Context: an optimization exercise on an open-source flow, tuned for small area and a short achievable clock period. The choices shown serve that exercise and are no tape-out recipe.
In this exercise RTL edits were held to simulation tests only and were not proved equivalent to the original.
Power figures rest on the tool's default switching activity, not on a simulated workload.

### design/flow/config.mk
export PLATFORM = sky130hd
export DESIGN_NAME = tag_mem_bank_responder
export DESIGN_NICKNAME = tag_mem_bank_responder
export VERILOG_FILES = /design/flow/design.v
export SDC_FILE = /design/flow/constraint.sdc
export NUM_CORES = 4
export LEC_CHECK = 0
export CAP_MARGIN = 20
export CORE_MARGIN = 2
export CORE_UTILIZATION = 40
export CTS_CLUSTER_DIAMETER = 70
export CTS_CLUSTER_SIZE = 24
export SETUP_SLACK_MARGIN = 1.7
export SLEW_MARGIN = 20
export SYNTH_HIERARCHICAL = 1
export SYNTH_MINIMUM_KEEP_SIZE = 0
export TNS_END_PERCENT = 20
### design/flow/constraint.sdc
create_clock -name core_clock -period 4.0 [get_ports {clk}]
set_input_delay 0.8000 -clock core_clock [delete_from_list [all_inputs] [get_ports {clk}]]
set_output_delay 0.8000 -clock core_clock [all_outputs]
set_load 0.01 [all_outputs]
### design/flow/design.v
package tag_mem_pkg;
    localparam logic [1:0] RW_IDLE    = 2'b00;
    localparam logic [1:0] RW_READ    = 2'b01;
    localparam logic [1:0] RW_WRITE   = 2'b10;
    localparam logic [1:0] RW_ILLEGAL = 2'b11;
    localparam logic [1:0] ERR_NONE = 2'b00;
    localparam logic [1:0] ERR_SEL  = 2'b01;
    localparam logic [1:0] ERR_ADDR = 2'b10;
    localparam logic [1:0] ERR_SEQ  = 2'b11;
endpackage
module tag_mem_bank #(
    parameter int DEPTH = 48
) (
    input  logic             clk,
    input  logic [DEPTH-1:0] wen,
    input  logic [DEPTH-1:0] rsel,
    input  logic [15:0]      wr_dat,
    output logic [15:0]      rd_dat
);
    logic [DEPTH-1:0][15:0] mem;
    for (genvar i = 0; i < DEPTH; i++) begin : g_word
        always_ff @(posedge clk) begin
            if (wen[i]) begin
                mem[i] <= wr_dat;
            end
        end
    end
    for (genvar j = 0; j < 16; j++) begin : g_bit
        logic [15:0] l1;    
        logic [3:0]  l2;    
        logic [1:0]  l3;    
        for (genvar k = 0; k < 16; k++) begin : g_l1
            tag_mem_aoi222 u_aoi (.a1(mem[3*k][j]), .a2(rsel[3*k]),
                                  .b1(mem[3*k+1][j]), .b2(rsel[3*k+1]),
                                  .c1(mem[3*k+2][j]), .c2(rsel[3*k+2]), .y(l1[k]));
        end
        for (genvar m = 0; m < 4; m++) begin : g_l2
            tag_mem_nand4 u_nand (.a(l1[4*m]), .b(l1[4*m+1]), .c(l1[4*m+2]), .d(l1[4*m+3]),
                                  .y(l2[m]));
        end
        for (genvar n = 0; n < 2; n++) begin : g_l3
            tag_mem_nor2 u_nor (.a(l2[2*n]), .b(l2[2*n+1]), .y(l3[n]));
        end
        tag_mem_nand2 u_out (.a(l3[0]), .b(l3[1]), .y(rd_dat[j]));
    end
endmodule
module tag_mem_aoi222 (
    input  logic a1, a2, b1, b2, c1, c2,
    output logic y
);
    assign y = !((a1 && a2) || (b1 && b2) || (c1 && c2));
endmodule
module tag_mem_nand4 (
    input  logic a, b, c, d,
    output logic y
);
    assign y = !(a && b && c && d);
endmodule
module tag_mem_nor2 (
    input  logic a, b,
    output logic y
);
    assign y = !(a || b);
endmodule
module tag_mem_nand2 (
    input  logic a, b,
    output logic y
);
    assign y = !(a && b);
endmodule
module tag_mem_inv (
    input  logic a,
    output logic y
);
    assign y = !a;
endmodule
module tag_mem_nand3 (
    input  logic a, b, c,
    output logic y
);
    assign y = !(a && b && c);
endmodule
module tag_mem_and3 (
    input  logic a, b, c,
    output logic y
);
    assign y = a && b && c;
endmodule
module tag_mem_and2 (
    input  logic a, b,
    output logic y
);
    assign y = a && b;
endmodule
module tag_mem_bank_responder #(
    parameter int DEPTH   = 48,
    parameter int TIMEOUT = 8
) (
    input  logic        clk,
    input  logic        reset,
    input  logic [2:0]  mem_sel,
    input  logic [1:0]  RorW,
    input  logic [5:0]  mem_address,
    input  logic        PC_B,
    input  logic        SE,
    input  logic        WE,
    input  logic [15:0] mem_data_out,
    output logic [15:0] mem_read_in,
    output logic        mem_busy,
    output logic        mem_err,
    output logic [1:0]  err_code
);
    localparam int            CW       = (TIMEOUT > 2) ? $clog2(TIMEOUT) : 1;
    localparam logic [CW-1:0] TMO_LAST = CW'(TIMEOUT - 1);
    logic            busy, acc;
    logic [CW-1:0]   tmo_cnt;
    logic            lat_rd;
    logic [8:0]      lat_bh;
    logic [3:0]      lat_mid, lat_lo;
    logic [15:0]     rd_q [3];
    logic [1:0]      err_q;
    logic            err_flag;
    logic [DEPTH-1:0] rsel;
    logic [DEPTH-1:0] wen [3];
    logic [15:0]      bank_rd [3];
    logic sel_ok, req, bad_req, rw_acc, addr_oob, start, rd_go, addr_err;
    assign sel_ok   = (mem_sel == 3'b001) || (mem_sel == 3'b010) || (mem_sel == 3'b100);
    assign req      = !busy && !PC_B;
    assign bad_req  = !sel_ok || (RorW == tag_mem_pkg::RW_ILLEGAL);
    assign rw_acc   = (RorW == tag_mem_pkg::RW_READ) || (RorW == tag_mem_pkg::RW_WRITE);
    assign addr_oob = {1'b0, mem_address} >= 7'(DEPTH);
    assign addr_err = req && !bad_req && rw_acc && addr_oob;
    assign start    = req && !bad_req && rw_acc && !addr_oob;
    assign rd_go    = start && (RorW == tag_mem_pkg::RW_READ);
    logic waiting, tmo, rd_done, wr_go, seq_err;
    assign waiting = !PC_B || (!SE && !WE);
    assign tmo     = acc && waiting && (tmo_cnt == TMO_LAST);
    assign rd_done = acc && PC_B && SE && !WE && lat_rd;
    assign wr_go   = acc && PC_B && WE && !SE && !lat_rd;
    assign seq_err = tmo || (acc && !waiting && !rd_done && !wr_go);
    logic rec_done;
    assign rec_done = (RorW == tag_mem_pkg::RW_IDLE) && !SE && !WE;
    logic busy_nxt, acc_nxt, set_err;
    logic [1:0] err_nxt;
    always_comb begin
        if (!busy) begin
            busy_nxt = req && (bad_req || rw_acc);
            acc_nxt  = start;
        end else if (acc) begin
            busy_nxt = 1'b1;
            acc_nxt  = waiting && !tmo;
        end else begin
            busy_nxt = !rec_done;
            acc_nxt  = 1'b0;
        end
        set_err = (req && bad_req) || addr_err || seq_err;
        if (!busy)
            err_nxt = bad_req ? tag_mem_pkg::ERR_SEL : tag_mem_pkg::ERR_ADDR;
        else
            err_nxt = tag_mem_pkg::ERR_SEQ;
    end
    always_ff @(posedge clk or posedge reset) begin
        if (reset) begin
            busy     <= 1'b0;
            acc      <= 1'b0;
            err_flag <= 1'b0;
            err_q    <= tag_mem_pkg::ERR_NONE;
            rd_q[0]  <= '0;
            rd_q[1]  <= '0;
            rd_q[2]  <= '0;
        end else begin
            busy <= busy_nxt;
            acc  <= acc_nxt;
            if (set_err) begin
                err_flag <= 1'b1;
                err_q    <= err_nxt;
            end
            if (rd_go) begin
                for (int b = 0; b < 3; b++) begin
                    rd_q[b] <= bank_rd[b] & {16{mem_sel[b]}};
                end
            end
        end
    end
    always_ff @(posedge clk) begin
        if (!busy) begin
            lat_rd  <= (RorW == tag_mem_pkg::RW_READ);
            for (int b = 0; b < 3; b++) begin
                lat_bh[3*b + 0] <= mem_sel[b] && !mem_address[5] && !mem_address[4];
                lat_bh[3*b + 1] <= mem_sel[b] && !mem_address[5] &&  mem_address[4];
                lat_bh[3*b + 2] <= mem_sel[b] &&  mem_address[5];
            end
            for (int k = 0; k < 4; k++) begin
                lat_mid[k] <= (mem_address[3:2] == 2'(k));
                lat_lo[k]  <= (mem_address[1:0] == 2'(k));
            end
        end
        tmo_cnt <= acc ? tmo_cnt + 1'b1 : '0;
    end
    logic [3:0] pd_lo, pd_mid;
    logic [2:0] pd_hi;
    always_comb begin
        for (int k = 0; k < 4; k++) begin
            pd_lo[k]  = (mem_address[1:0] == 2'(k));
            pd_mid[k] = (mem_address[3:2] == 2'(k));
        end
        pd_hi[0] = !mem_address[5] && !mem_address[4];
        pd_hi[1] = !mem_address[5] &&  mem_address[4];
        pd_hi[2] =  mem_address[5];
    end
    for (genvar i = 0; i < DEPTH; i++) begin : g_rdec
        tag_mem_and3 u_and (.a(pd_lo[i%4]), .b(pd_mid[(i/4)%4]), .c(pd_hi[i/16]), .y(rsel[i]));
    end
    logic [3:0]  wgo_lo;
    logic [11:0] wrow [3];
    for (genvar k = 0; k < 4; k++) begin : g_wcol
        tag_mem_and2 u_and (.a(wr_go), .b(lat_lo[k]), .y(wgo_lo[k]));
    end
    for (genvar b = 0; b < 3; b++) begin : g_wrow
        for (genvar r = 0; r < DEPTH / 4; r++) begin : g_r
            tag_mem_and2 u_and (.a(lat_bh[3*b + r/4]), .b(lat_mid[r%4]), .y(wrow[b][r]));
        end
        for (genvar i = 0; i < DEPTH; i++) begin : g_w
            tag_mem_and2 u_and (.a(wrow[b][i/4]), .b(wgo_lo[i%4]), .y(wen[b][i]));
        end
    end
    for (genvar b = 0; b < 3; b++) begin : g_bank
        tag_mem_bank #(
            .DEPTH (DEPTH)
        ) u_bank (
            .clk    (clk),
            .wen    (wen[b]),
            .rsel   (rsel),
            .wr_dat (mem_data_out),
            .rd_dat (bank_rd[b])
        );
    end
    for (genvar j = 0; j < 16; j++) begin : g_out
        logic [2:0] qn;
        for (genvar b = 0; b < 3; b++) begin : g_inv
            tag_mem_inv u_inv (.a(rd_q[b][j]), .y(qn[b]));
        end
        tag_mem_nand3 u_nand (.a(qn[0]), .b(qn[1]), .c(qn[2]), .y(mem_read_in[j]));
    end
    assign mem_busy    = busy;
    assign mem_err     = err_flag;
    assign err_code    = err_q;
endmodule
### design/flow/run.sh
#!/bin/bash
# synth_recipe.tcl (not shown) runs the flow's synth.tcl, then flattens the netlist and writes it again
# the make line also repeats each setting of config.mk as NAME=value (left out here)
make -C /OpenROAD-flow-scripts/flow DESIGN_CONFIG=/design/flow/config.mk WORK_HOME=/design/flow/orfs CLKGATE_MAP_FILE= SYNTH_SCRIPT=/design/flow/synth_recipe.tcl finish
==> results of run 1 <==
==> cells in the final DEF (no fill, tap or decap), drive strengths merged <==
cell              n
a211o             2
a21boi            1
a222oi          768
and2            197
and3            107
buf             465
bufbuf            4
bufinv            3
clkbuf          172
clkdlybuf4s15     3
clkdlybuf4s50     9
clkinv           19
clkinvlp          3
dfrtp            53
dfxtp             3
diode             5
dlygate4sd2       1
edfxtp         2322
ha                5
inv              65
nand2           148
nand3            21
nand4           195
nand4b            1
nor2            105
nor2b             7
nor3              1
o211a             1
o211ai            2
o21a              1
o21ai            50
o22a              1
o32a              1
xor2              1
==> per-module statistics from Yosys (local to each module, per instance), a selection <==
module / cells / cell area, um2 / times used / flip-flops and latches
tag_mem_aoi222: 1 / 10.0 / 768 / 0
tag_mem_nand4: 1 / 6.26 / 192 / 0
tag_mem_inv: 1 / 3.75 / 48 / 0
tag_mem_and2: 1 / 6.26 / 184 / 0
tag_mem_nand3: 1 / 5.00 / 16 / 0
tag_mem_and3: 1 / 6.26 / 48 / 0
tag_mem_nor2: 1 / 3.75 / 96 / 0
tag_mem_bank_responder: 300 / 3040 / 1 / 74
tag_mem_nand2: 1 / 3.75 / 48 / 0
==> sequential cells by signal, indices dropped and copies added, names as in the netlist, 2 cells and up <==
| name | flops |
|---|---|
| err_q | 2 |
| g_bank.u_bank.mem | 2304 |
| lat_bh | 9 |
| lat_lo | 4 |
| lat_mid | 4 |
| rd_q | 48 |
| tmo_cnt | 3 |
==> per-stage QoR <==
stage	instances	power, W	instance area, um2	hold WS, ns	util (%)
floorplan	4004	0.0284	83800	0.398	-
global placement	7124	0.0294	91700	0.407	44.3
detailed placement	7124	0.0294	91800	0.417	44.3
CTS	7493	0.0427	97700	0.430	47.2
global route	7527	0.0437	98200	0.455	47.4
finish	7530	0.0426	98200	0.424	47.4
==> repair_timing <==
action / 4_1_cts / 5_1_grt
hold endpoints to repair: 0 / 0
endpoints found under the setup margin: 555 / 867
pin swaps: 139 / 116
setup buffers: 101 / 21
resized for setup: 349 / 64
cloned: 63 / 11
==> layer usage <==
metal | routed length, um | share of wire [%] | global-route usage (%) | up-vias
li1 | - | - | - | 19500
met1 | 94000 | 37 | 30.5 | 24800
met2 | 124000 | 49 | 37.9 | 2889
met3 | 23400 | 9.2 | 3.27 | 404
met4 | 12000 | 4.7 | 10.1 | 0
met5 | 0 | 0 | 0 | -
==> layout make-up <==
class | count | area, um2 | share of cell area [%]
flip-flops and latches | 2378 | 71100 | 72.4
clock buffers | 169 | 3190 | 3.24
clock inverters | 36 | 369 | 0.376
diodes | 5 | 12.5 | 0.0127
multi-input cells | 1615 | 13400 | 13.6
inverters | 54 | 223 | 0.227
repair buffers | 485 | 6420 | 6.54
well taps | 2788 | 3490 | 3.55
==> power groups by stage <==
stage               sequential [W]  combinational [W]  clock [W]
detailed placement          0.0280            0.00143          0
CTS                         0.0274            0.00170     0.0136
floorplan                   0.0279           0.000443          0
global route                0.0274            0.00184     0.0144
finish                      0.0274            0.00177     0.0134
global placement            0.0280            0.00140          0
==> logic make-up (layout without fill, tap and decap cells) <==
| kind of cell | count (synthesis) | after routing | share of synthesized area (%) |
|---|---|---|---|
| adder cells (fa/ha/maj) | 5 | 5 | 0.0750 |
| AND/OR/NAND/NOR | 722 | 782 | 4.64 |
| other | 0 | 5 | 0 |
| buffers and inverters | 71 | 744 | 0.366 |
| flip-flops | 2378 | 2378 | 85.3 |
| XOR/XNOR | 1 | 1 | 0.0105 |
| AO/OA/AOI/OAI | 827 | 827 | 9.61 |
==> worst paths after layout <==
check	slack, ns	start	to
max in group asynchronous	2.59	reset	busy
min	0.42	tmo_cnt[0]	tmo_cnt[0]
min in group asynchronous	0.61	reset	rd_q[2][13]
max reg2reg	1.65	acc	g_bank[1].u_bank.mem[677]
min reg2reg	0.42	tmo_cnt[0]	tmo_cnt[0]
max	1.52	rd_q[1][6]	mem_read_in[6]
==> impl_results.md, run 1 <==
- Fillcell total: 17,000
- Drt via density: 6.33
- Slew @ Worst Pin: 1.25 ns
- CP Cell Sequence: inv_4 -> nand3_4 -> buf_6
- Clock Power Share: 31.5%
- Syn_nets: 4,041
- Most common cell in the netlist: edfxtp_1
- Yosys reg bits: 2,378
- Cell count along the critical path: 3
- Worst-path clk slew: 0.09 ns
- Synth area leaders: edfxtp_1 84%, a222oi_1 9.2%, dfrtp_1 1.6%, and2_1 1.5%, nand4_1 1.5%
- Maximum vdd ir drop: 0.367 mV
- Hold depth: 1
- First-pass GRT wire length: 347 mm
- IO Count: 52
- Reg2Reg Depth: 7
- Max Cap Viol: 0
- Crit path time final: 2.48 ns
- Vias in the first global route: 45,400
- Clock Latency Late Sink: 0.80 ns
- CP endpoint kind: primary output
- Area Overhead vs Synth: 17.8%
- Mean area per synthesized cell: 20.8 um2
- Clock Tree Root: clkbuf_16
- Clock Tree Buf Depth: 3
- Synth area leader: edfxtp_1
- 1st-pass router iterations: 13
- Synth Cell Area: 83,400 um2
- CP top delay family: flip-flops
- Worst-path fanout max: 2
- Crit-path slowest cell: dfrtp_2
- Switching power: 0.00893 W
- DRC Markers: 0
- Dpl hpwl: 136 mm
- Routed length per instance: 33.7 um
- Synth top cells by count: 2,322 x edfxtp_1, 768 x a222oi_1, 197 x and2_1
- Grt total ovfl: 0
- Core footprint: 207,000 um2
- Die H: 461 um
- Register area share after synthesis: 85.3%
- Crit Path Category: flop to primary output
- Setup WS post-layout: 1.52 ns
- TritonCTS Buffers: 116
- Synth top area share: 83.6%
- Leak: 30.9 nW
- Remaining antenna violation count after routing: 0
- Status: finished clean
- PD cells: 434 nW/um2
- Vias: 47,600
- GRT Total Usage: 23.0%
- CP arrival: 1.68 ns
- Routed Wire Length: 254 mm
- Post-synth EDFFs: 2,322
- Critical Path Max Stage Delay: 0.48 ns
- CP bufs+invs: 2
- Max-slew headroom: 16.4%
- Final Setup Violations: 0
- Die ar.: 212,000 um2
- DR iter-0 viols: 8,733
- Switching part of the total power: 21.0%
- Htree depth: 3
- Sequential Power Share: 64.3%
- Std-Cell Rows: 167
- Hold buffers post-CTS: 0
- CTS tree: yes
- Syn Inst Count: 4,004
- Internal Power: 0.0337 W
- Comb pwr share: 4.2%
- Max Clock Freq: 0.404 GHz
- Setup tns final: 0 ns
- PortBufs: 51
- Fin. Hold Viols: 0
- Share of cells above drive strength 1: 21.2%
- Worst slack, placed: 0.0171 ns
- Final net count: 4,687
- Tcrit/Tclk final: 61.9%
- Clock Skews: 0.0343 ns
- Unique masters post-synth: 29
- Main flop type after synthesis: edfxtp_1
- RSZ-0062 raised after global routing: true
- Starting density of the core: 40.3%
- Ys Warns: 13
- Ys async rst share: 2.23%
- Critical Path Start Type: flop
- Placer Congestion: 0.814
- Initial antenna violation count: 6
- Die width: 461 um
- Largest net degree at the start of global routing: 145
- Hold Crit Class: flop to flop
- Clock sinks: 2,378
- Pins Over Slew Limit: 0
- Crit path required time: 3.20 ns
==> run 2: changes to the inputs <==
--- a/design/flow/config.mk
+++ b/design/flow/config.mk
@@ -9,5 +9,6 @@
 export CORE_MARGIN = 2
-export CORE_UTILIZATION = 40
+export CORE_UTILIZATION = 50
 export CTS_CLUSTER_DIAMETER = 70
 export CTS_CLUSTER_SIZE = 24
+export PLACE_DENSITY = 0.65
 export SETUP_SLACK_MARGIN = 1.7
==> impl_results.md, run 2 <==
- Vias in the first global route: 45,700
- IO Count: 52
- Fillcell total: 11,800
- Syn Inst Count: 4,004
- Final core occ: 58.6%
- First-pass GRT wire length: 357 mm
- Fin. Hold Viols: 0
- Final Setup Violations: 0
- Crit path time final: 2.70 ns
- Dpl hpwl: 138 mm
- Commonest non-fill, non-tap cell in the layout: edfxtp_1
- Biggest regs: g_bank.u_bank.mem x2304, rd_q x48, lat_bh x9
- 1st-pass router iterations: 13
- Synth Cell Area: 83,400 um2
- Synth area leaders: edfxtp_1 84%, a222oi_1 9.2%, dfrtp_1 1.6%, and2_1 1.5%, nand4_1 1.5%
- Worst-path fanout max: 9
- Largest register FFs: 2,304
- Drt via density: 7.17
- Leak: 30.8 nW
- Crit path required time: 4.68 ns
- Crit Path Category: primary input to flop
- Area taken by multi-input logic gates: 13,700 um2
- Core footprint: 165,000 um2
- Placer Congestion: 0.849
- Critical Path Start Type: primary input
- Routed Wire Length: 261 mm
- Synth top cells by count: 2,322 x edfxtp_1, 768 x a222oi_1, 197 x and2_1
- Syn_nets: 4,041
- Tcrit/Tclk final: 67.5%
- Post-synth EDFFs: 2,322
- Area Overhead vs Synth: 16.2%
- Clock sinks: 2,378
- Register area share after synthesis: 85.3%
- Slew @ Worst Pin: 1.20 ns
- Die ar.: 170,000 um2
- DR iter-0 viols: 11,500
- Max-slew headroom: 20.0%
- Maximum vdd ir drop: 0.365 mV
- Final Non-Filler Cells: 6,906
- Max Cap Viol: 0
- Register area: 71,100 um2
- RSZ-0062 raised after global routing: true
- Biggest register: g_bank.u_bank.mem
- CP arrival: 3.38 ns
- Main flop type after synthesis: edfxtp_1
- CTS tree: yes
- Clock Tree Root: clkbuf_16
- Initial antenna violation count: 13
- CP endpoint kind: flop
- PD cells: 448 nW/um2
- Yosys reg bits: 2,378
- GRT Total Usage: 29.9%
- Status: finished clean
- Routed length per instance: 37.9 um
- Grt total ovfl: 0
- Clock Skews: 0.0439 ns
- Inst Count DP: 6,429
- Synth top area share: 83.6%
- TritonCTS Buffers: 117
- PortBufs: 51
- Final net count: 4,681
- Ys async rst share: 2.23%
- Vias: 49,500
- Hold Crit Class: flop to flop
- Pins Over Slew Limit: 0
- Share of cells above drive strength 1: 21.4%
- Remaining antenna violation count after routing: 0
- Mean area per synthesized cell: 20.8 um2
- Starting density of the core: 50.4%
- Die width: 412 um
- Max Clock Freq: 0.370 GHz
- Most common cell in the netlist: edfxtp_1
- Largest net degree at the start of global routing: 120
- Worst-path clk slew: 0.10 ns
- DRC Markers: 0
- Commonest cells after routing, fill and taps aside: 2,322 x edfxtp_1, 768 x a222oi_1, 272 x buf_4
- Htree depth: 3
- Synth area leader: edfxtp_1
- Die H: 412 um
- Setup tns final: 0 ns
- Unique masters post-synth: 29
- Ys Warns: 13
- Clock Latency Late Sink: 0.81 ns
- Std-Cell Rows: 149
- Clock Tree Buf Depth: 3
run 2: changes by cell type in the layout (fill, tap and decap cells not counted), moves of 8 or more:
cell,delta
buf_16,+8
buf_12,-90
nor2_4,+25
and2_4,+56
and2_2,-38
bufinv_16,+8
inv_1,-11
inv_2,+18
buf_6,+8
nor2_2,-29
clkbuf_1,-24
buf_4,+45
run 2: final timing paths:
check / cells after the start / end / from / slack (ns)
max in group asynchronous: 3 / rd_q[0][7] / reset / 2.52
worst max-delay path: 13 / rd_q[1][14] / mem_address[5] / 1.30
worst max register to register: 2 / g_bank[2].u_bank.mem[344] / lat_mid[1] / 1.52
worst min register to register: 1 / tmo_cnt[0] / tmo_cnt[0] / 0.43
min in group asynchronous: 2 / rd_q[1][7] / reset / 0.67
worst min-delay path: 1 / tmo_cnt[0] / tmo_cnt[0] / 0.43
run 2: power by group:
part           switching [W]  internal [W]
clock network        0.00777       0.00627
logic                0.00142      0.000585
registers          0.0000543        0.0273
run 2: area by class of cell:
cell class                 count  area share (%)
antenna                        2         0.00517
clock buffer                 144            3.17
clock inverter                46           0.673
inverter                      54           0.212
multi-input combinational   1630            14.2
sequential                  2378            73.4
tap                         2189            2.83
timing repair buffer         463            5.53
run 2: critical path, cell delays in order:
cell and delay [ns]:
buf_8 0.10, buf_12 0.14, buf_16 0.15, buf_12 0.14, buf_6 0.11, and3_4 0.20, buf_8 0.16, a222oi_1 0.57
nand4_1 0.37, nor2_4 0.36, nand2_2 0.09, nand2_1 0.08, o21ai_1 0.06
run 2: layer usage:
layer | vias up | part of all wire [%] | GRT usage, %
li1 | 19500 | - | -
met1 | 25400 | 36 | 43.1
met2 | 4090 | 45 | 45.1
met3 | 466 | 14 | 6.74
met4 | 12 | 3.9 | 10.6
met5 | - | 0.027 | 0
run 2: logic make-up (layout without fill, tap and decap cells):
family	after synthesis	after routing	synth area share, %
DFF	2378	2378	85.3
AOI/OAI and AO/OA	827	827	9.61
and+or+nand+nor	722	797	4.64
buffers and inverters	71	707	0.366
adders and majority gates	5	5	0.0750
xor gates and xnor gates	1	1	0.0105
other	0	2	0
run 2: timing repair:
action,4_1_cts,5_1_grt
cloned,74,20
pin swaps,237,144
resized for setup,423,92
buffers inserted,150,39
hold buffers,0,0
endpoints found under the setup margin,2032,2176
run 2: per-stage QoR:
step / total power (W) / hold slack, ns / cell area (um2) / worst slack (ns)
floorplan: 0.0284 / 0.398 / 83800 / 1.71
global placement: 0.0295 / 0.408 / 88900 / -0.286
detailed placement: 0.0295 / 0.416 / 88900 / -0.297
CTS: 0.0433 / 0.431 / 96000 / 1.47
global route: 0.0444 / 0.439 / 96900 / 1.32
finish: 0.0434 / 0.429 / 96900 / 1.30
run 2: modules after synthesis, one instance, submodules excluded, excerpt:
| module | cells | area [um2] |
|---|---|---|
| tag_mem_and2 | 1 | 6.26 |
| tag_mem_nand4 | 1 | 6.26 |
| tag_mem_aoi222 | 1 | 10.0 |
| tag_mem_nor2 | 1 | 3.75 |
| tag_mem_inv | 1 | 3.75 |
| tag_mem_bank_responder | 300 | 3040 |
| tag_mem_nand3 | 1 | 5.00 |
| tag_mem_nand2 | 1 | 3.75 |
| tag_mem_and3 | 1 | 6.26 |
==> run 3: changes to the inputs <==
--- a/design/flow/design.v
+++ b/design/flow/design.v
@@ -122,3 +122,3 @@
     logic            err_flag;
-    logic [DEPTH-1:0] rsel;
+    logic [DEPTH-1:0] rsel [3];
     logic [DEPTH-1:0] wen [3];
@@ -210,4 +210,7 @@
     end
-    for (genvar i = 0; i < DEPTH; i++) begin : g_rdec
-        tag_mem_and3 u_and (.a(pd_lo[i%4]), .b(pd_mid[(i/4)%4]), .c(pd_hi[i/16]), .y(rsel[i]));
+    for (genvar b = 0; b < 3; b++) begin : g_rdec
+        for (genvar i = 0; i < DEPTH; i++) begin : g_w
+            tag_mem_and3 u_and (.a(pd_lo[i%4]), .b(pd_mid[(i/4)%4]), .c(pd_hi[i/16]),
+                                .y(rsel[b][i]));
+        end
     end
@@ -232,3 +235,3 @@
             .wen    (wen[b]),
-            .rsel   (rsel),
+            .rsel   (rsel[b]),
             .wr_dat (mem_data_out),
--- a/design/flow/config.mk
+++ b/design/flow/config.mk
@@ -9,7 +9,6 @@
 export CORE_MARGIN = 2
-export CORE_UTILIZATION = 50
+export CORE_UTILIZATION = 40
 export CTS_CLUSTER_DIAMETER = 70
 export CTS_CLUSTER_SIZE = 24
-export PLACE_DENSITY = 0.65
-export SETUP_SLACK_MARGIN = 1.7
+export SETUP_SLACK_MARGIN = 1.5
 export SLEW_MARGIN = 20
@@ -17,2 +16 @@
 export SYNTH_MINIMUM_KEEP_SIZE = 0
-export TNS_END_PERCENT = 20
==> impl_results.md, run 3 <==
- Status: finished clean
- Synth Cell Area: 84,000 um2
- Critical Path Start Type: primary input
- Fillcell total: 17,200
- Mux cell area share after synthesis: 0%
- Vias in the first global route: 45,300
- GRT Total Usage: 22.1%
- Share of cells above drive strength 1: 18.2%
- Clock Tree Buf Depth: 3
- Vias: 48,000
- Tcrit/Tclk final: 65.5%
- Grt total ovfl: 0
- WL met2: 113 mm
- Maximum vdd ir drop: 0.520 mV
- Hold Path Sink: lat_lo[0]
- Final net count: 4,818
- Min-delay src: mem_address[0]
- Crit path required time: 4.68 ns
- Post-synthesis adder-cell area fraction: 0.0745%
- Area taken by multi-input logic gates: 13,100 um2
- Ys Warns: 14
- Commonest non-fill, non-tap cell in the layout: edfxtp_1
- Unique masters post-synth: 29
- Std-Cell Rows: 168
- Critical Path Max Stage Delay: 0.47 ns
- PortBufs: 51
- Final core occ: 46.8%
- Initial antenna violation count: 18
- 1st-pass router iterations: 13
- Synth top area share: 83.0%
- Syn_nets: 4,137
- Crit Path Category: primary input to flop
- WL met3: 25.5 mm
- Leak: 31.5 nW
- Post-synth EDFFs: 2,322
- Hold Crit Class: primary input to flop
- Die ar.: 214,000 um2
- Die H: 462 um
- Max Cap Viol: 0
- Routed length per instance: 31.6 um
- CP endpoint kind: flop
- Worst-path fanout max: 10
- Main combinational cell family by area after synthesis: compound AO/OA/AOI/OAI gates
- RR Startpoint: acc
- PD cells: 452 nW/um2
- Clock Tree Root: clkbuf_16
- Syn Inst Count: 4,100
- Area Overhead vs Synth: 16.5%
- Placer Congestion: 0.822
- First-pass GRT wire length: 339 mm
- Clock Latency Late Sink: 0.83 ns
- CP arrival: 3.31 ns
- Main flop type after synthesis: edfxtp_1
- Synth Area in Compound Gates: 9.54%
- Worst slack, placed: -0.287 ns
- Max-slew headroom: 20.7%
- Yosys reg bits: 2,378
- Setup tns final: 0 ns
- Register area share after synthesis: 84.7%
- Htree depth: 4
- CP Cell Sequence: buf_6 -> and2_4 -> buf_4 -> buf_12 -> buf_16 -> and3_4 -> buf_6 -> a222oi_1 -> nand4_1 -> nor2_4 -> nand2_1 -> nand2_1 -> o21ai_1
- Largest net degree at the start of global routing: 113
- DRT met1 WL: 96.5 mm
- Remaining antenna violation count after routing: 0
- Core footprint: 209,000 um2
- DR iter-0 viols: 10,000
- Synth top cells by count: 2,322 x edfxtp_1, 768 x a222oi_1, 197 x and2_1
- Die width: 462 um
- DRC Markers: 0
- RSZ-0062 raised after global routing: true
- R2R Path End: g_bank[0].u_bank.mem[314]
- Top sig layer: met5
- Clock Skews: 0.0370 ns
- Setup WS post-layout: 1.38 ns
- Most common cell in the netlist: edfxtp_1
- Synth area leader: edfxtp_1
- Fin. Hold Viols: 0
- Ys async rst share: 2.23%
- Crit-path slowest cell: a222oi_1
- TritonCTS Buffers: 130
- Biggest regs: g_bank.u_bank.mem x2304, rd_q x48, lat_bh x9
- Drt via density: 6.25
- Worst-path clk slew: 0.09 ns
- Hold depth: 2
- Max Clock Freq: 0.382 GHz
- Starting density of the core: 40.1%
- Crit path time final: 2.62 ns
- CTS tree: yes
- Dpl hpwl: 145 mm
- IO Count: 52
- Reg2Reg Depth: 7
- Largest register FFs: 2,304
- Mean area per synthesized cell: 20.5 um2
- Clock sinks: 2,378
- Pins Over Slew Limit: 0
- Synth Area in Simple Gates: 5.32%
- Commonest cells after routing, fill and taps aside: 2,322 x edfxtp_1, 768 x a222oi_1, 413 x buf_4
- Final Setup Violations: 0
- Slew @ Worst Pin: 1.19 ns
- Register area: 71,100 um2
- Worst reg2reg setup slack: 1.60 ns
- Synth area leaders: edfxtp_1 83%, a222oi_1 9.2%, dfrtp_1 1.6%, and2_1 1.5%, nand4_1 1.5%
- Hold buffers post-CTS: 0
- Post-Synth XOR/XNOR Area: 0.0104%
- Biggest register: g_bank.u_bank.mem
- Routed Wire Length: 243 mm
-- run 3: cell count changes after synthesis, sizes merged --
cell	before	now
and3	49	145
-- run 3: through the flow --
stage               hold slack [ns]  power, W  instance area [um2]  std cells
finish                        0.417    0.0442                97800       7684
floorplan                     0.398    0.0284                84000       4100
detailed placement            0.419    0.0296                92400       7407
CTS                           0.386    0.0443                97200       7642
global placement              0.412    0.0296                92400       7407
global route                  0.392    0.0453                97800       7678
-- run 3: power breakdown --
group	internal, W	switching [W]
logic	0.000514	0.00131
registers	0.0273	0.0000667
clock network	0.00684	0.00809
total	0.0347	0.00947
-- run 3: final cells by class --
cell class | instances | share of cell area [%]
Inverter | 54 | 0.228
Clock inverter | 55 | 0.699
Tap cell | 2805 | 3.59
Sequential cell | 2378 | 72.7
Multi-Input combinational cell | 1651 | 13.4
Antenna cell | 8 | 0.0205
Timing Repair Buffer | 566 | 5.73
Clock buffer | 167 | 3.62
-- run 3: routing by layer --
metal	vias up	track usage, %
met5	-	0
met4	4	7.33
met3	312	2.98
met2	3003	34.4
met1	24800	32.3
li1	19900	-
-- run 3: worst max-delay path, delay by kind of cell --
family	cells	cell delay [ns]
buffers and inverters	5	0.69
AOI/OAI and AO/OA	2	0.52
and+or+nand+nor	6	1.27
-- run 3: cell families after synthesis --
logic type      Yosys count
xor+xnor                  1
flops                  2378
simple gates            818
buf+inv                  71
fa+ha+maj                 5
compound gates          827
-- run 3: modules after synthesis (local to each module, per instance), a selection --
module / cell area (um2) / cells / times used / flip-flops and latches
tag_mem_nand2: 3.75 / 1 / 48 / 0
tag_mem_nand4: 6.26 / 1 / 192 / 0
tag_mem_and3: 6.26 / 1 / 144 / 0
tag_mem_nand3: 5.00 / 1 / 16 / 0
tag_mem_and2: 6.26 / 1 / 184 / 0
tag_mem_inv: 3.75 / 1 / 48 / 0
tag_mem_nor2: 3.75 / 1 / 96 / 0
tag_mem_aoi222: 10.0 / 1 / 768 / 0
tag_mem_bank_responder: 3040 / 300 / 1 / 74
-- run 3: worst max-delay path by stage --
stage / start / end / slack, ns / cells after the start
floorplan: WE / g_bank[0].u_bank.mem[0] / 1.52 / 4
global placement: mem_address[4] / rd_q[1][3] / -0.26 / 11
detailed placement: mem_address[4] / rd_q[1][3] / -0.29 / 11
CTS: rd_q[1][6] / mem_read_in[6] / 1.43 / 3
global route: mem_address[3] / rd_q[1][12] / 1.44 / 11
finish: mem_address[3] / rd_q[2][9] / 1.38 / 13
-- run 3: timing repair --
item,in CTS,in global routing
gates cloned,2,5
buffers inserted,11,29
endpoints found under the setup margin,271,287
gates resized for setup,265,55
pin swaps,35,49
==> run 4: changes to the inputs <==
--- a/design/flow/design.v
+++ b/design/flow/design.v
@@ -15,2 +15,3 @@
     input  logic [DEPTH-1:0] wen,
+    input  logic [DEPTH-1:0] wen_n,    
     input  logic [DEPTH-1:0] rsel,
@@ -21,6 +22,9 @@
     for (genvar i = 0; i < DEPTH; i++) begin : g_word
+        logic [15:0] nxt;
+        for (genvar j = 0; j < 16; j++) begin : g_hold
+            tag_mem_ao22 u_hold (.a1(wr_dat[j]), .a2(wen[i]), .b1(mem[i][j]), .b2(wen_n[i]),
+                                 .y(nxt[j]));
+        end
         always_ff @(posedge clk) begin
-            if (wen[i]) begin
-                mem[i] <= wr_dat;
-            end
+            mem[i] <= nxt;
         end
@@ -93,2 +97,8 @@
     assign y = a && b;
+endmodule
+module tag_mem_ao22 (
+    input  logic a1, a2, b1, b2,
+    output logic y
+);
+    assign y = (a1 && a2) || (b1 && b2);
 endmodule
@@ -124,2 +134,3 @@
     logic [DEPTH-1:0] wen [3];
+    logic [DEPTH-1:0] wen_n [3];
     logic [15:0]      bank_rd [3];
@@ -226,3 +237,4 @@
         for (genvar i = 0; i < DEPTH; i++) begin : g_w
-            tag_mem_and2 u_and (.a(wrow[b][i/4]), .b(wgo_lo[i%4]), .y(wen[b][i]));
+            tag_mem_and2  u_and  (.a(wrow[b][i/4]), .b(wgo_lo[i%4]), .y(wen[b][i]));
+            tag_mem_nand2 u_nand (.a(wrow[b][i/4]), .b(wgo_lo[i%4]), .y(wen_n[b][i]));
         end
@@ -235,2 +247,3 @@
             .wen    (wen[b]),
+            .wen_n  (wen_n[b]),
             .rsel   (rsel[b]),
==> impl_results.md, run 4 <==
- Die H: 456 um
- Commonest non-fill, non-tap cell in the layout: dfxtp_1
- Clock Latency Late Sink: 0.83 ns
- Slew @ Worst Pin: 1.15 ns
- Placer Congestion: 0.921
- Register area share after synthesis: 58.9%
- CTS tree: yes
- Largest net degree at the start of global routing: 97
- Comb pwr share: 3.8%
- DRC Markers: 0
- Routed Wire Length: 319 mm
- PortBufs: 51
- Synth top cells by count: 2,307 x dfxtp_1, 2,304 x a22o_1, 768 x a222oi_1
- Commonest cells after routing, fill and taps aside: 2,307 x dfxtp_1, 2,304 x a22o_1, 768 x a222oi_1
- CP arrival: 3.31 ns
- Die ar.: 208,000 um2
- Die width: 456 um
- Inst Count DP: 10,100
- Syn_nets: 6,585
- Biggest register: g_bank.u_bank.mem
- TritonCTS Buffers: 131
- Final Non-Filler Cells: 10,400
- Max Cap Viol: 0
- Biggest regs: g_bank.u_bank.mem x2304, rd_q x48, lat_bh x9
- GRT Total Usage: 29.0%
- Synth Area in Simple Gates: 6.13%
- Htree depth: 4
- Total power: 0.0410 W
- Worst-path fanout max: 9
- Std-Cell Rows: 165
- PD cells: 414 nW/um2
- Post-Synth XOR/XNOR Area: 0.0107%
- Synth area leader: dfxtp_1
- Placed inst area: 92,700 um2
- Most common cell in the netlist: dfxtp_1
- Clock sinks: 2,378
- Core footprint: 203,000 um2
- Max Clock Freq: 0.382 GHz
- Sequential Power Share: 58.7%
- 1st-pass router iterations: 12
- Max-slew headroom: 23.3%
- Grt total ovfl: 0
- Mux cell area share after synthesis: 0%
- Crit Path Category: primary input to flop
- Vias: 71,200
- Synth area leaders: dfxtp_1 57%, a22o_1 25%, a222oi_1 9.4%, dfrtp_1 1.6%, and2_1 1.5%
- Remaining antenna violation count after routing: 0
- Routed length per instance: 30.8 um
- Switching power: 0.00963 W
- Hold Crit Class: primary input to async pin
- Clock Tree Buf Depth: 3
- Fin. Hold Viols: 0
- CP endpoint kind: flop
- Share of cells above drive strength 1: 17.7%
- Largest register FFs: 2,304
- Syn Inst Count: 6,548
- Switching part of the total power: 23.5%
- Mean area per synthesized cell: 12.5 um2
- Synth Area in Compound Gates: 34.5%
- Initial antenna violation count: 8
- Ys async rst share: 2.23%
- Yosys reg bits: 2,378
- Drt via density: 6.87
- First-pass GRT wire length: 464 mm
- Hold buffers post-CTS: 0
- Synth Cell Area: 81,600 um2
- Final core occ: 48.9%
- Main combinational cell family by area after synthesis: compound AO/OA/AOI/OAI gates
- Leak: 38.1 nW
- Clock Skews: 0.0408 ns
- Final Setup Violations: 0
- Post-synthesis adder-cell area fraction: 0.0766%
- Clock Tree Root: clkbuf_16
- Status: finished clean
- Fillcell total: 17,800
- Final net count: 7,656
- Ys Warns: 15
- Clock Power Share: 37.5%
- Maximum vdd ir drop: 0.317 mV
- Internal Power: 0.0313 W
- Main flop type after synthesis: dfxtp_1
- Post-route cell area: 99,000 um2
- DR iter-0 viols: 12,600
- Crit path required time: 4.69 ns
- IO Count: 52
- Post-synth EDFFs: 18
- RSZ-0062 raised after global routing: true
- Vias in the first global route: 66,900
- Unique masters post-synth: 30
- Area Overhead vs Synth: 21.3%
- Dpl hpwl: 196 mm
- Fin Hold WS: 0.133 ns
- Pins Over Slew Limit: 0
- Starting density of the core: 40.3%
- Tcrit/Tclk final: 65.5%
- Crit path time final: 2.62 ns
- Worst-path clk slew: 0.09 ns
- Synth top area share: 56.6%
- Critical Path Start Type: primary input
[run 4: cell types whose count changed after synthesis]
cell / before / now
a22o_1: 0 / 2304
dfxtp_1: 3 / 2307
nand2_1: 148 / 292
edfxtp_1: 2322 / 18
[run 4: final timing paths]
check | slack (ns) | end | cells after the start | start
min in group core_clock | 0.43 | tmo_cnt[0] | 1 | tmo_cnt[0]
min reg2reg | 0.43 | tmo_cnt[0] | 1 | tmo_cnt[0]
min | 0.13 | acc | 2 | reset
max | 1.38 | rd_q[2][11] | 14 | mem_address[4]
max reg2reg | 1.52 | g_bank[1].u_bank.mem[730] | 4 | lat_mid[3]
max in group asynchronous | 3.21 | rd_q[2][14] | 3 | reset
[run 4: area by class of cell]
class / count / area, um2 / area share (%)
sequential: 2378 / 48100 / 48.6
multi-input combinational: 4103 / 34100 / 34.4
timing repair buffer: 951 / 9060 / 9.16
clock buffer: 166 / 3670 / 3.71
tap: 2672 / 3340 / 3.38
clock inverter: 47 / 548 / 0.554
inverter: 54 / 208 / 0.210
antenna: 3 / 7.51 / 0.00758
[run 4: stage by stage]
step / TNS [ns] / setup slack (ns)
6_report: 0 / 1.38
5_1_grt: 0 / 1.39
4_1_cts: 0 / 1.42
3_5_place_dp: -2.87 / -0.317
3_3_place_gp: -3.24 / -0.422
2_1_floorplan: 0 / 1.48
[run 4: Yosys stat by module (local to each module, per instance), a selection]
module / cells inside / flip-flops and latches / area [um2]
tag_mem_ao22: 1 / 0 / 8.76
tag_mem_aoi222: 1 / 0 / 10.0
tag_mem_nor2: 1 / 0 / 3.75
tag_mem_nand2: 1 / 0 / 3.75
tag_mem_bank_responder: 300 / 74 / 3040
tag_mem_and3: 1 / 0 / 6.26
tag_mem_nand3: 1 / 0 / 5.00
tag_mem_inv: 1 / 0 / 3.75
tag_mem_nand4: 1 / 0 / 6.26
tag_mem_and2: 1 / 0 / 6.26
[run 4: cell families (layout without fill, tap and decap cells)]
logic type / Yosys count / after routing
XOR/XNOR: 1 / 1
AO/OA/AOI/OAI: 3131 / 3131
buffers and inverters: 71 / 1218
flip-flops: 2378 / 2378
adder cells (fa/ha/maj): 5 / 5
AND/OR/NAND/NOR: 962 / 966
other: 0 / 3
[run 4: metal layers]
layer	routed length, um	track usage, %
met5	9	0
met4	15900	13.0
met3	33500	4.87
met2	137000	42.7
met1	133000	41.3
[run 4: power by group through the flow]
stage               Sequential [W]  Combinational [W]  Clock [W]
finish                      0.0241            0.00154     0.0154
global route                0.0241            0.00158     0.0163
CTS                         0.0241            0.00147     0.0155
detailed placement          0.0246            0.00137          0
global placement            0.0246            0.00135          0
floorplan                   0.0246           0.000340          0
[run 4: timing repair]
| action | in CTS | in global routing |
|---|---|---|
| endpoints found under the setup margin | 68 | 173 |
| buffers inserted | 40 | 40 |
| pin swaps | 76 | 130 |
| gates cloned | 12 | 9 |
| gates resized for setup | 324 | 143 |
[run 4: critical path, stage by stage]
cell and delay (ns):
buf_6 0.09, buf_8 0.13, buf_6 0.11, nor2b_4 0.18, clkbuf_16 0.18, and3_4 0.20, buf_8 0.13, buf_12 0.13
a222oi_1 0.63, nand4_1 0.29, nor2_2 0.23, nand2_2 0.07, nand2_1 0.07, o21ai_1 0.05
==> run 5: changes to the inputs <==
--- a/design/flow/design.v
+++ b/design/flow/design.v
@@ -132,3 +132,3 @@
     logic            err_flag;
-    logic [DEPTH-1:0] rsel [3];
+    logic [DEPTH-1:0] rsel;
     logic [DEPTH-1:0] wen [3];
@@ -221,7 +221,4 @@
     end
-    for (genvar b = 0; b < 3; b++) begin : g_rdec
-        for (genvar i = 0; i < DEPTH; i++) begin : g_w
-            tag_mem_and3 u_and (.a(pd_lo[i%4]), .b(pd_mid[(i/4)%4]), .c(pd_hi[i/16]),
-                                .y(rsel[b][i]));
-        end
+    for (genvar i = 0; i < DEPTH; i++) begin : g_rdec
+        tag_mem_and3 u_and (.a(pd_lo[i%4]), .b(pd_mid[(i/4)%4]), .c(pd_hi[i/16]), .y(rsel[i]));
     end
@@ -248,3 +245,3 @@
             .wen_n  (wen_n[b]),
-            .rsel   (rsel[b]),
+            .rsel   (rsel),
             .wr_dat (mem_data_out),
==> impl_results.md, run 5 <==
- Status: finished clean
- Std-Cell Rows: 165
- Min-delay src: tmo_cnt[0]
- Total power: 0.0415 W
- Vias in the first global route: 65,700
- CTS tree: yes
- Commonest cells after routing, fill and taps aside: 2,307 x dfxtp_1, 2,304 x a22o_1, 768 x a222oi_1
- CP top delay family: buffers and inverters
- Main flop type after synthesis: dfxtp_1
- Largest net degree at the start of global routing: 77
- Starting density of the core: 40.2%
- Ys Warns: 14
- Synth Cell Area: 81,000 um2
- Placer Congestion: 0.899
- Placed inst area: 89,000 um2
- Grt total ovfl: 0
- Worst reg2reg setup slack: 1.49 ns
- Area Overhead vs Synth: 18.9%
- Crit path required time: 4.70 ns
- Max-slew headroom: 28.9%
- Fillcell total: 17,700
- Register area share after synthesis: 59.3%
- Mean area per synthesized cell: 12.6 um2
- Worst-path fanout max: 44
- Clock Tree Root: clkbuf_16
- CP Cell Sequence: clkdlybuf4s50_1 -> nand3_1 -> nor3_2 -> buf_4 -> and2_4 -> buf_12 -> nand2_1 -> a22o_1
- Yosys reg bits: 2,378
- RSZ-0062 raised after global routing: true
- Synth top cells by count: 2,307 x dfxtp_1, 2,304 x a22o_1, 768 x a222oi_1
- Share of cells above drive strength 1: 16.9%
- Clock Power Share: 38.5%
- TritonCTS Buffers: 133
- Syn_nets: 6,489
- Most common cell in the netlist: dfxtp_1
- Synth area leaders: dfxtp_1 57%, a22o_1 25%, a222oi_1 9.5%, dfrtp_1 1.6%, and2_1 1.5%
- Pins Over Slew Limit: 0
- Tcrit/Tclk final: 65.1%
- Remaining antenna violation count after routing: 0
- Vias: 70,100
- Max Clock Freq: 0.384 GHz
- Critical Path Start Type: primary input
- Setup WS post-layout: 1.39 ns
- Htree depth: 4
- Clock Latency Late Sink: 0.82 ns
- Crit path time final: 2.61 ns
- Switching power: 0.00968 W
- Comb pwr share: 3.5%
- DRC Markers: 0
- PD cells: 431 nW/um2
- Routed Wire Length: 325 mm
- Clock sinks: 2,378
- Critical Path Max Stage Delay: 0.56 ns
- Initial antenna violation count: 15
- First-pass GRT wire length: 464 mm
- Synth area leader: dfxtp_1
- CP arrival: 3.31 ns
- Biggest register: g_bank.u_bank.mem
- Routed length per instance: 32.5 um
- 1st-pass router iterations: 14
- Die H: 454 um
- Hold Crit Class: flop to flop
- Commonest non-fill, non-tap cell in the layout: dfxtp_1
- CP bufs+invs: 3
- Core footprint: 202,000 um2
- Post-route cell area: 96,300 um2
- Largest register FFs: 2,304
- Internal Power: 0.0318 W
- Die ar.: 206,000 um2
- Reg2Reg Depth: 7
- Final net count: 7,268
- Post-synth EDFFs: 18
- Drt via density: 7.02
- Switching part of the total power: 23.3%
- Sequential Power Share: 58.0%
- Biggest regs: g_bank.u_bank.mem x2304, rd_q x48, lat_bh x9
- Max Cap Viol: 0
- Maximum vdd ir drop: 0.425 mV
- GRT Total Usage: 29.6%
- Leak: 36.6 nW
- R2R Path End: g_bank[2].u_bank.mem[373]
- Slew @ Worst Pin: 1.07 ns
- RR Startpoint: acc
- Hold buffers post-CTS: 0
- Clock Skews: 0.0490 ns
- Clock Tree Buf Depth: 3
- PortBufs: 51
- Dpl hpwl: 186 mm
- Synth top area share: 57.0%
- Final Setup Violations: 0
- Hold depth: 1
- Ys async rst share: 2.23%
- Syn Inst Count: 6,452
- Worst-path clk slew: 0.09 ns
- IO Count: 52
- Crit-path slowest cell: clkdlybuf4s50_1
- Hold Path Sink: tmo_cnt[0]
- Final core occ: 47.8%
- Die width: 454 um
- Worst slack, placed: -0.0481 ns
- Crit Path Category: primary input to flop
- DR iter-0 viols: 13,100
- Fin. Hold Viols: 0
- CP endpoint kind: flop
- Unique masters post-synth: 30
==> run 5: cell types whose count changed in the layout (fill, tap and decap cells not counted), sizes merged <==
cell	change
clkbuf	+1
inv	-3
buf	-339
diode	+5
clkinv	+8
bufinv	+8
bufbuf	+2
and3	-58
==> run 5: through the flow <==
step	TNS [ns]	cells	hold slack, ns
floorplan	0	6452	0.398
global placement	-0.393	9609	0.408
detailed placement	-0.165	9609	0.413
CTS	0	9937	0.407
global route	0	9991	0.431
finish	0	9998	0.425
==> run 5: area by class of cell <==
| cell class | instances | area [um2] | area share, % |
|---|---|---|---|
| well taps | 2672 | 3340 | 3.47 |
| multi-input cells | 4045 | 34300 | 35.6 |
| repair buffers | 619 | 5900 | 6.13 |
| flip-flops and latches | 2378 | 48100 | 49.9 |
| inverters | 54 | 231 | 0.240 |
| clock buffers | 162 | 3660 | 3.79 |
| clock inverters | 60 | 820 | 0.851 |
| diodes | 8 | 20.0 | 0.0208 |
==> run 5: Yosys stat by module (local to each module, per instance), a selection <==
module                  cells  times used  flip-flops and latches  cell area (um2)
tag_mem_aoi222              1         768                       0             10.0
tag_mem_nand2               1         192                       0             3.75
tag_mem_bank_responder    300           1                      74             3040
tag_mem_inv                 1          48                       0             3.75
tag_mem_and2                1         184                       0             6.26
tag_mem_nand3               1          16                       0             5.00
tag_mem_nor2                1          96                       0             3.75
tag_mem_and3                1          48                       0             6.26
tag_mem_ao22                1        2304                       0             8.76
tag_mem_nand4               1         192                       0             6.26
==> run 5: cells by family after synthesis <==
| group | Yosys count | synth area share [%] |
|---|---|---|
| flops | 2378 | 59.3 |
| buf+inv | 71 | 0.377 |
| simple gates | 866 | 5.44 |
| xor+xnor | 1 | 0.0108 |
| fa+ha+maj | 5 | 0.0772 |
| compound gates | 3131 | 34.8 |
==> run 5: repair_timing <==
action                                   CTS  global route
endpoints found under the setup margin  2225          1182
gates resized for setup                  464           134
pin swaps                                 71            45
gates cloned                              41            15
buffers inserted                          65            38
==> run 5: layer usage <==
layer  routed length (um)  global-route usage [%]
met1               132000                    40.6
met2               143000                    44.4
met3                34900                    6.59
met4                16000                    13.7
met5                   47                       0
==> run 5: power groups by stage <==
stage | registers (W) | clock network [W] | logic [W]
final | 0.0241 | 0.0160 | 0.00146
after detailed placement | 0.0246 | 0 | 0.00119
after global routing | 0.0241 | 0.0169 | 0.00149
after CTS | 0.0241 | 0.0161 | 0.00133
after floorplan | 0.0246 | 0 | 0.000326
after global placement | 0.0246 | 0 | 0.00118
==> run 5: worst max path at each step <==
stage	cells after the start	startpoint	endpoint	slack, ns
2_1_floorplan	5	WE	g_bank[0].u_bank.mem[0]	1.48
3_3_place_gp	12	mem_address[0]	rd_q[1][11]	-0.16
3_5_place_dp	11	mem_address[0]	rd_q[0][11]	-0.05
4_1_cts	3	rd_q[2][15]	mem_read_in[15]	1.40
5_1_grt	8	PC_B	g_bank[2].u_bank.mem[373]	1.35
6_report	8	PC_B	g_bank[2].u_bank.mem[373]	1.39
==> run 6: changes to the inputs <==
--- a/design/flow/config.mk
+++ b/design/flow/config.mk
@@ -12,3 +12,3 @@
 export CTS_CLUSTER_SIZE = 24
-export SETUP_SLACK_MARGIN = 1.5
+export SETUP_SLACK_MARGIN = 1.7
 export SLEW_MARGIN = 20
@@ -16 +16,2 @@
 export SYNTH_MINIMUM_KEEP_SIZE = 0
+export TNS_END_PERCENT = 20
==> impl_results.md, run 6 <==
- Placed inst area: 88,900 um2
- Pins Over Slew Limit: 0
- Clock Tree Buf Depth: 3
- Fin. Hold Viols: 0
- Placer Congestion: 0.882
- Grt total ovfl: 0
- DRC Markers: 0
- Critical Path Start Type: primary input
- Remaining antenna violation count after routing: 0
- GRT Total Usage: 32.0%
- Area Overhead vs Synth: 20.6%
- Synth area leaders: dfxtp_1 57%, a22o_1 25%, a222oi_1 9.5%, dfrtp_1 1.6%, and2_1 1.5%
- Yosys reg bits: 2,378
- Main combinational cell family by area after synthesis: compound AO/OA/AOI/OAI gates
- Synth top area share: 57.0%
- Largest register FFs: 2,304
- 1st-pass router iterations: 13
- Most common cell in the netlist: dfxtp_1
- Clock sinks: 2,378
- Htree depth: 4
- Dpl hpwl: 190 mm
- Leak: 37.5 nW
- Ys Warns: 14
- Biggest register: g_bank.u_bank.mem
- Post-synthesis adder-cell area fraction: 0.0772%
- Routed length per instance: 35.0 um
- Mux cell area share after synthesis: 0%
- Synth Area in Compound Gates: 34.8%
- Syn Inst Count: 6,452
- Starting density of the core: 40.2%
- Mean area per synthesized cell: 12.6 um2
- Std-Cell Rows: 165
- Reg2Reg Depth: 4
- Commonest cells after routing, fill and taps aside: 2,307 x dfxtp_1, 2,304 x a22o_1, 768 x a222oi_1
- CP endpoint kind: flop
- Maximum vdd ir drop: 0.277 mV
- Unique masters post-synth: 30
- CTS tree: yes
- Routed Wire Length: 354 mm
- Initial antenna violation count: 15
- Commonest non-fill, non-tap cell in the layout: dfxtp_1
- Worst-path clk slew: 0.10 ns
- Post-Synth XOR/XNOR Area: 0.0108%
- Synth top cells by count: 2,307 x dfxtp_1, 2,304 x a22o_1, 768 x a222oi_1
- Main flop type after synthesis: dfxtp_1
- Status: finished clean
- Die ar.: 206,000 um2
- Vias in the first global route: 67,400
- Max Cap Viol: 0
- IO Count: 52
- PD cells: 426 nW/um2
- Hold Crit Class: primary input to async pin
- Share of cells above drive strength 1: 17.9%
- Final core occ: 48.4%
- Ys async rst share: 2.23%
- Synth Cell Area: 81,000 um2
- TritonCTS Buffers: 135
- Biggest regs: g_bank.u_bank.mem x2304, rd_q x48, lat_bh x9
- Post-synth EDFFs: 18
- Synth Area in Simple Gates: 5.44%
- Final Setup Violations: 0
- Syn_nets: 6,489
- Worst-path fanout max: 6
- Die width: 454 um
- Die H: 454 um
- Crit path required time: 4.72 ns
- Core footprint: 202,000 um2
- PortBufs: 51
- Crit path time final: 2.60 ns
- RSZ-0062 raised after global routing: true
- Crit Path Category: primary input to flop
- Slew @ Worst Pin: 1.06 ns
- Clock Skews: 0.0452 ns
- Clock Latency Late Sink: 0.85 ns
- Tcrit/Tclk final: 64.9%
- Post-route cell area: 97,700 um2
- CP arrival: 3.31 ns
- Final net count: 7,367
- First-pass GRT wire length: 492 mm
- Register area share after synthesis: 59.3%
- Drt via density: 7.20
- Largest net degree at the start of global routing: 127
- Synth area leader: dfxtp_1
- Max-slew headroom: 29.2%
- Max Clock Freq: 0.385 GHz
- Vias: 72,800
- Clock Tree Root: clkbuf_16
- DR iter-0 viols: 13,900
-- run 6: cell count changes in the layout (fill, tap and decap cells not counted), sizes merged, moves of 2 or more --
cell / previous run / this run
and3: 89 / 127
buf: 590 / 649
bufbuf: 4 / 8
bufinv: 12 / 7
clkbuf: 174 / 163
clkinv: 23 / 25
clkinvlp: 6 / 12
diode: 8 / 12
dlygate4sd2: 4 / 0
inv: 73 / 83
nor2: 107 / 109
-- run 6: power by group --
group	switching [W]	leakage [nW]	total, W	internal (W)
combinational	0.00119	15.9	0.00164	0.000455
sequential	0.000147	19.4	0.0241	0.0239
clock	0.00875	2.14	0.0159	0.00717
-- run 6: repair_timing --
action                                  in CTS  in global routing
setup buffers                              124                 14
endpoints found under the setup margin    2187               2238
pin swaps                                  134                 14
cloned                                      94                 12
gates resized for setup                    472                241
hold buffers                                 0                  0
-- run 6: final timing paths --
check / start / slack [ns] / end
max: mem_address[0] / 1.40 / rd_q[0][0]
min: reset / 0.32 / rd_q[1][4]
max reg2reg: lat_mid[0] / 1.56 / g_bank[0].u_bank.mem[554]
min reg2reg: tmo_cnt[0] / 0.44 / tmo_cnt[0]
max in group asynchronous: reset / 2.89 / rd_q[2][7]
min in group core_clock: mem_data_out[0] / 0.41 / g_bank[1].u_bank.mem[48]
-- run 6: layout make-up --
type / count / area, um2
clock buffer: 156 / 3590
inverter: 54 / 205
tap: 2672 / 3340
fill: 17600 / 104000
clock inverter: 73 / 856
antenna: 12 / 30.0
multi-input combinational: 4087 / 34900
timing repair buffer: 674 / 6730
sequential: 2378 / 48100
-- run 6: critical path, cell delays in order --
cell and delay (ns):
buf_8 0.10, buf_8 0.13, nor2b_4 0.17, buf_12 0.16
and3_4 0.25, bufbuf_16 0.28, a222oi_1 0.46, nand4_1 0.38
nor2_1 0.34, nand2_1 0.09, nand2_1 0.08, o21ai_1 0.06
-- run 6: modules after synthesis (local to each module, per instance), excerpt --
module,area (um2),cells
tag_mem_nand2,3.75,1
tag_mem_aoi222,10.0,1
tag_mem_bank_responder,3040,300
tag_mem_nand4,6.26,1
tag_mem_and2,6.26,1
tag_mem_nor2,3.75,1
-- run 6: metal layers --
layer	wire (um)	global-route usage (%)
met1	135000	42.6
met2	150000	46.5
met3	41800	7.52
met4	26400	20.1
met5	163	0.443
-- run 6: cell families after synthesis --
kind of cell	count (synthesis)
AO/OA/AOI/OAI	3131
XOR/XNOR	1
AND/OR/NAND/NOR	866
adder cells (fa/ha/maj)	5
buffers and inverters	71
flip-flops	2378
-- run 6: stage by stage --
step | total power (W) | setup TNS, ns | worst slack (ns) | hold WS (ns) | instances
floorplan | 0.0249 | 0 | 1.48 | 0.398 | 6452
global placement | 0.0258 | -6.11 | -0.340 | 0.407 | 9621
detailed placement | 0.0258 | -0.738 | -0.0945 | 0.425 | 9621
CTS | 0.0416 | 0 | 1.43 | 0.300 | 10100
global route | 0.0426 | 0 | 1.43 | 0.350 | 10100
finish | 0.0416 | 0 | 1.40 | 0.316 | 10100

[what the ideal ports hide]
In the flow no input, the clock included, has a driving cell. The finished layouts below were timed again as built, in two steps. Step 1: set_driving_cell puts a clkbuf_16 on clk and a buf_2 on each other input, an assumption about the parent block. Step 2 also shifts input and output timing later by t, the mid clock arrival at the registers, as if the neighbouring blocks saw the same clock. a / b / c = no drivers / after step 1 / after step 2; a / b = the first two.
run	t, ns	setup WS [ns]	worst register clock-pin slew, ns	worst slew at a driven data input, ns
run 1	0.878	1.522 / 1.430 / 0.669	0.10 / 0.10	0.15
run 2	0.868	1.299 / 1.327 / 0.459	0.10 / 0.10	0.11
run 3	0.898	1.379 / 1.400 / 0.535	0.10 / 0.10	0.10
run 4	0.893	1.379 / 1.176 / 0.284	0.10 / 0.10	0.35
run 5	0.885	1.395 / 1.360 / 0.568	0.10 / 0.10	0.07
run 6	0.918	1.404 / 1.367 / 0.533	0.10 / 0.10	0.07
After both steps setup and hold are still met in every run listed. The setup slack of run 4, which loses most, moves by -0.203 ns with the drivers and by -1.095 ns with both steps.
